Background: an optimization exercise with open tools, aiming at small area, a short achievable clock period and few clock cycles. Do not read the settings as production practice. The RTL was checked by simulation tests, not by an equivalence proof against the original design. Power and IR drop assume default switching activity.

==> flow/design.v (excerpt) <==
module execUnit
(
	input  logic     iClk,
	input  logic     rstN_i,
	input  execPkg::execOp_t  exec_i,
	input  execPkg::aluFunc_t func_i,    
	input  logic     bw_i,
	input  execPkg::opSel_t   selIn1_i,
	input  execPkg::opSel_t   selIn2_i,
	input  execPkg::word_t    rf1_i,
	input  execPkg::word_t    rf2_i,
	input  execPkg::word_t    mem_i,
	input  execPkg::word_t    imm1_i,
	input  execPkg::word_t    imm2_i,
	input  execPkg::word_t    dx_i,
	input  logic     carry_i,
	input  logic     stall_i,
	output execPkg::word_t    result_o,
	output logic     isZero_o,
	output logic     carry_o,
	output logic     overflow_o,
	output logic     stallD_o,
	output logic     divErr_o
);
export LEC_CHECK = 0
export ABC_AREA = 1
export CAP_MARGIN = 20
export CORE_MARGIN = 2
export CORE_UTILIZATION = 55
export SETUP_SLACK_MARGIN = 1.5
export SLEW_MARGIN = 20
create_clock -name core_clock -period 6.0 [get_ports {iClk}]
standard.sh (not shown) runs the stock make flow with config.mk's settings and CLKGATE_MAP_FILE= SYNTH_SCRIPT=/design/flow/synth_recipe.tcl, a recipe that flattens the netlist after the stock synthesis.
==> flow/flow/run.sh <==
#!/bin/bash
# The standard layout (the standard.sh: standard synthesis, floorplan, power grid, taps,
# placement, CTS, routing), with one change: the buffers that placement puts on every input and
# output port are sky130_fd_sc_hd__buf_1 instead of the resizer's default pick (a delay cell,
# clkdlybuf4s50_1). Every port still gets its own buffer. The full output of make and the tools
# goes to standard_flow.log here; ORFS also keeps each step's log under orfs/logs/.
set -euo pipefail
export BUFFER_PORTS_ARGS="-buffer_cell sky130_fd_sc_hd__buf_1"
bash standard.sh > standard_flow.log 2>&1
Testbench counts at the start, summed over its fixed seeds: cycles 52,440.
==> next run, changes <==
--- a/flow/design.v
+++ b/flow/design.v
@@ -72,29 +72,26 @@
 		logic [W-1:0] pn;
 		x  = op1_i ^ {W{negA}};
 		y  = (op2_i & {W{useB}}) ^ {W{invB}};
 		p  = x ^ y;
 		g  = x & y;
 		gg = g;
 		pp = p;
 		for (int d = 1; d < W; d = d * 2)
 		begin
 			gn = gg;
 			pn = pp;
-			for (int i = 0; i < W; i++)
+			for (int i = d; i < W; i++)
 			begin
-				if ((i / d) % 2 == 1)
-				begin
-					gn[i] = gg[i] | (pp[i] & gg[(i / d) * d - 1]);
-					pn[i] = pp[i] & pp[(i / d) * d - 1];
-				end
+				gn[i] = gg[i] | (pp[i] & gg[i-d]);
+				pn[i] = pp[i] & pp[i-d];
 			end
 			gg = gn;
 			pp = pn;
 		end
 		c = {gg | (pp & {W{cyIn}}), cyIn};
 	end
 	always_comb
 	begin
 		for (int i = 0; i < W; i++)
 			lg[i] = tt[{op1_i[i], op2_i[i]}];
 		res_o = '0;
@@ -423,74 +420,67 @@
 		.quot_o(stepQuot)
 	);
 	always_ff @(posedge iClk)
 	begin
 		if (divStart)
 		begin
 			divisorQ <= divisorIn;
 			divBwQ   <= bw_i;
 		end
 	end
 	execPkg::word_t resultD;
-	execPkg::word_t resultRest;  
 	execPkg::word_t remD;
 	logic    carryD;
-	logic    carryRest;
 	logic    ovfD;
 	logic    stallDD;
-	logic    aluSel;
 	always_comb
 	begin
-		resultRest = resultQ;
-		remD       = remQ;
-		carryRest  = carryQ;
-		ovfD       = ovfQ;
-		stallDD    = stallDQ;
-		aluSel     = 1'b0;
+		resultD = resultQ;
+		remD    = remQ;
+		carryD  = carryQ;
+		ovfD    = ovfQ;
+		stallDD = stallDQ;
 		if (stallDQ)
 		begin
 			if (!stall_i)
 			begin
-				resultRest = stepQuot;
-				remD       = stepRem;
-				stallDD    = !lastStep;
+				resultD = stepQuot;
+				remD    = stepRem;
+				stallDD = !lastStep;
 			end
 		end
 		else
 		begin
 			case (exec_i)
 				execPkg::EXEC_ALU:
 				begin
-					resultRest = '0;
-					carryRest  = 1'b0;
-					ovfD       = 1'b0;
-					aluSel     = 1'b1;
+					resultD = aluRes[16-1:0];
+					carryD  = aluRes[16];
+					ovfD    = 1'b0;
 				end
 				execPkg::EXEC_SHIFT:
 				begin
-					resultRest = shRes;
-					carryRest  = shCarry;
-					ovfD       = shOvf;
+					resultD = shRes;
+					carryD  = shCarry;
+					ovfD    = shOvf;
 				end
 				execPkg::EXEC_DIV:
 				begin
-					resultRest = resLoad;
-					remD       = remLoad;
-					stallDD    = !divOvf;
+					resultD = resLoad;
+					remD    = remLoad;
+					stallDD = !divOvf;
 				end
-				execPkg::EXEC_REMAINDER: resultRest = remQ;
+				execPkg::EXEC_REMAINDER: resultD = remQ;
 				default: ;
 			endcase
 		end
-		resultD = resultRest | (aluRes[16-1:0] & {16{aluSel}});
-		carryD  = carryRest | (aluRes[16] & aluSel);
 	end
 	always_ff @(posedge iClk or negedge rstN_i)
 	begin
 		if (!rstN_i)
 		begin
 			resultQ <= '0;
 			remQ    <= '0;
 			carryQ  <= 1'b0;
 			ovfQ    <= 1'b0;
 			stallDQ <= 1'b0;
 			divErrQ <= 1'b0;
Effect:
- area after synthesis went up by about 0.66%
- total power grows by about 6%
- register-to-register slack is better by 0.05 ns
- fmax fell by 1.5%
- synthesized cell count increases by about 0.3%
- setup slack got worse by 0.065 ns
- via count grows by 3.1%
- clock skew rises by 0.0051 ns
Testbench counts after the change, summed over its fixed seeds: cycles 52,440.


execUnit, a different RTL version from the one above (not shown whole).
Size in the first run: ~2000 cells after synthesis, roughly 56 flip-flops, roughly 130 I/O pins.
==> module execUnit, before the edit <==
module execUnit
(
	input  logic     iClk,
	input  logic     rstN_i,
	input  execPkg::execOp_t  exec_i,
	input  execPkg::aluFunc_t func_i,    
	input  logic     bw_i,
	input  execPkg::opSel_t   selIn1_i,
	input  execPkg::opSel_t   selIn2_i,
	input  execPkg::word_t    rf1_i,
	input  execPkg::word_t    rf2_i,
	input  execPkg::word_t    mem_i,
	input  execPkg::word_t    imm1_i,
	input  execPkg::word_t    imm2_i,
	input  execPkg::word_t    dx_i,
	input  logic     carry_i,
	input  logic     stall_i,
	output execPkg::word_t    result_o,
	output logic     isZero_o,
	output logic     carry_o,
	output logic     overflow_o,
	output logic     stallD_o,
	output logic     divErr_o
);
	execPkg::word_t   op1;
	execPkg::word_t   op2;
	execPkg::aluRes_t aluRes;
	execPkg::word_t   shRes;
	logic    shCarry;
	logic    shOvf;
	logic    divOvf;
	execPkg::word_t   divisorIn;
	execPkg::word_t   remLoad;
	execPkg::word_t   resLoad;
	execPkg::word_t   stepRem;
	execPkg::word_t   stepQuot;
	logic    idle;
	logic    divStart;
	logic    divStep;
	logic    lastStep;
	execPkg::word_t   resultQ;     
	execPkg::word_t   remQ;        
	execPkg::word_t   divisorQ;
	logic    carryQ;
	logic    ovfQ;
	logic    stallDQ;
	logic    divErrQ;
	logic    divBwQ;
	always_comb
	begin
		case (selIn1_i)
			execPkg::OPSEL_RF:  op1 = rf1_i;
			execPkg::OPSEL_MEM: op1 = mem_i;
			execPkg::OPSEL_IMM: op1 = imm2_i;   
			default:   op1 = execPkg::word_t'(2);
		endcase
		case (selIn2_i)
			execPkg::OPSEL_RF:  op2 = rf2_i;
			execPkg::OPSEL_MEM: op2 = mem_i;
			execPkg::OPSEL_IMM: op2 = imm1_i;
			default:   op2 = execPkg::word_t'(2);
		endcase
	end
	assign idle     = !stallDQ;
	assign divStart = (exec_i == execPkg::EXEC_DIV) && idle;
	assign divStep  = stallDQ && !stall_i;
	execAlu uAlu (.op1_i(op1), .op2_i(op2), .func_i(func_i), .carry_i(carry_i), .res_o(aluRes));
	execShifter uShifter
	(
		.data_i(op1), .amount_i(rf2_i[5-1:0]), .func_i(execPkg::shFunc_t'(func_i[2:0])),
		.bw_i(bw_i), .carry_i(carry_i), .res_o(shRes), .carry_o(shCarry), .overflow_o(shOvf)
	);
	divCtrl uDivCtrl
	(
		.bw_i(bw_i), .op1_i(op1), .op2_i(op2), .dx_i(dx_i), .ovf_o(divOvf), .divisor_o(divisorIn),
		.remLoad_o(remLoad), .resLoad_o(resLoad)
	);
	divStepCounter uDivCnt
	(
		.iClk(iClk), .load_i(divStart), .bw_i(bw_i), .step_i(divStep), .lastStep_o(lastStep)
	);
	divDatapath uDivData
	(
		.bw_i(divBwQ), .last_i(lastStep), .rem_i(remQ), .quot_i(resultQ), .divisor_i(divisorQ), .rem_o(stepRem),
		.quot_o(stepQuot)
	);
	always_ff @(posedge iClk)
	begin
		if (divStart)
		begin
			divisorQ <= divisorIn;
			divBwQ   <= bw_i;
		end
	end
	execPkg::word_t resultD;
	execPkg::word_t resultRest;  
	execPkg::word_t remD;
	logic    carryD;
	logic    carryRest;
	logic    ovfD;
	logic    stallDD;
	logic    aluSel;
	logic    shSel;
	always_comb
	begin
		resultRest = resultQ;
		remD       = remQ;
		carryRest  = carryQ;
		ovfD       = ovfQ;
		stallDD    = stallDQ;
		aluSel     = 1'b0;
		shSel      = 1'b0;
		if (stallDQ)
		begin
			if (!stall_i)
			begin
				resultRest = stepQuot;
				remD       = stepRem;
				stallDD    = !lastStep;
			end
		end
		else
		begin
			case (exec_i)
				execPkg::EXEC_ALU:
				begin
					resultRest = '0;
					carryRest  = 1'b0;
					ovfD       = 1'b0;
					aluSel     = 1'b1;
				end
				execPkg::EXEC_SHIFT:
				begin
					resultRest = '0;
					carryRest  = 1'b0;
					ovfD       = shOvf;
					shSel      = 1'b1;
				end
				execPkg::EXEC_DIV:
				begin
					resultRest = resLoad;
					remD       = remLoad;
					stallDD    = !divOvf;
				end
				execPkg::EXEC_REMAINDER: resultRest = remQ;
				default: ;
			endcase
		end
		resultD = resultRest | (aluRes[16-1:0] & {16{aluSel}}) |
		          (shRes & {16{shSel}});
		carryD  = carryRest | (aluRes[16] & aluSel) | (shCarry & shSel);
	end
	always_ff @(posedge iClk or negedge rstN_i)
	begin
		if (!rstN_i)
		begin
			resultQ <= '0;
			remQ    <= '0;
			carryQ  <= 1'b0;
			ovfQ    <= 1'b0;
			stallDQ <= 1'b0;
			divErrQ <= 1'b0;
		end
		else
		begin
			resultQ <= resultD;
			remQ    <= remD;
			carryQ  <= carryD;
			ovfQ    <= ovfD;
			stallDQ <= stallDD;
			divErrQ <= divStart && divOvf;  
		end
	end
	assign result_o   = resultQ;
	assign isZero_o   = (resultQ == '0);
	assign carry_o    = carryQ;
	assign overflow_o = ovfQ;
	assign stallD_o   = stallDQ;
	assign divErr_o   = divErrQ;
endmodule
clock: 6.0 ns
lec_check: 0
abc_area: 1
cap_margin: 20
core_margin: 2
core_utilization: 55
setup_slack_margin: 1.5
slew_margin: 20
Scripts as last shown in full above: flow/flow/run.sh
Testbench counts at the start, summed over its fixed seeds: cycles 52,440.
Edit:
--- a/flow/design.v
+++ b/flow/design.v
@@ -433,20 +433,18 @@
 	logic    carryD;
 	logic    carryRest;
 	logic    ovfD;
 	logic    stallDD;
 	logic    aluSel;
-	logic    shSel;
 	always_comb
 	begin
 		resultRest = resultQ;
 		remD       = remQ;
 		carryRest  = carryQ;
 		ovfD       = ovfQ;
 		stallDD    = stallDQ;
 		aluSel     = 1'b0;
-		shSel      = 1'b0;
 		if (stallDQ)
 		begin
 			if (!stall_i)
 			begin
 				resultRest = stepQuot;
@@ -464,14 +462,13 @@
 					ovfD       = 1'b0;
 					aluSel     = 1'b1;
 				end
 				execPkg::EXEC_SHIFT:
 				begin
-					resultRest = '0;
-					carryRest  = 1'b0;
+					resultRest = shRes;
+					carryRest  = shCarry;
 					ovfD       = shOvf;
-					shSel      = 1'b1;
 				end
 				execPkg::EXEC_DIV:
 				begin
 					resultRest = resLoad;
 					remD       = remLoad;
@@ -479,13 +476,12 @@
 				end
 				execPkg::EXEC_REMAINDER: resultRest = remQ;
 				default: ;
 			endcase
 		end
-		resultD = resultRest | (aluRes[16-1:0] & {16{aluSel}}) |
-		          (shRes & {16{shSel}});
-		carryD  = carryRest | (aluRes[16] & aluSel) | (shCarry & shSel);
+		resultD = resultRest | (aluRes[16-1:0] & {16{aluSel}});
+		carryD  = carryRest | (aluRes[16] & aluSel);
 	end
 	always_ff @(posedge iClk or negedge rstN_i)
 	begin
 		if (!rstN_i)
 		begin
Clock power is lower by about 3%.
Sequential share of layout area stays flat.
Die area is lower by 1.5%.
Wire length is lower by 3.4%.
Worst setup slack improves by 0.081 ns.
Core utilization is higher by 0.46 points.
Flip-flop and latch count is unchanged.
Synthesized cell count barely changes.
Testbench counts after the change, summed over its fixed seeds: cycles 52,440.

==> separate check: timing with driven ports <==
Ports are ideal in the flow. The routed layouts listed here were re-timed in OpenROAD.
Step 1, drivers: a clkbuf_16 drives iClk and a buf_2 each remaining input, both assumed.
Step 2 moves the port delays by t, midway between the first and last clock arrival at a register: inputs arrive t later, outputs are due t later. That takes back most of the time a late clock gives input paths.
a / b / c = ideal ports / drivers / drivers and shift; a / b = the first two.
run | t (ns) | setup WS [ns] | clock arrival spread, ns
the first run of note 1 | 0.345 | 1.621 / 1.626 / 1.281 | 0.007 / 0.007
the second run of note 1 | 0.352 | 1.557 / 1.584 / 1.231 | 0.011 / 0.011
the first run of note 2 | 0.350 | 1.621 / 1.645 / 1.296 | 0.017 / 0.017
the second run of note 2 | 0.340 | 1.702 / 1.702 / 1.395 | 0.011 / 0.012
After both steps every run listed still meets setup and hold. The setup slack of the first run of note 1, which loses most, moves by +0.005 ns with the drivers and by -0.340 ns with both steps.
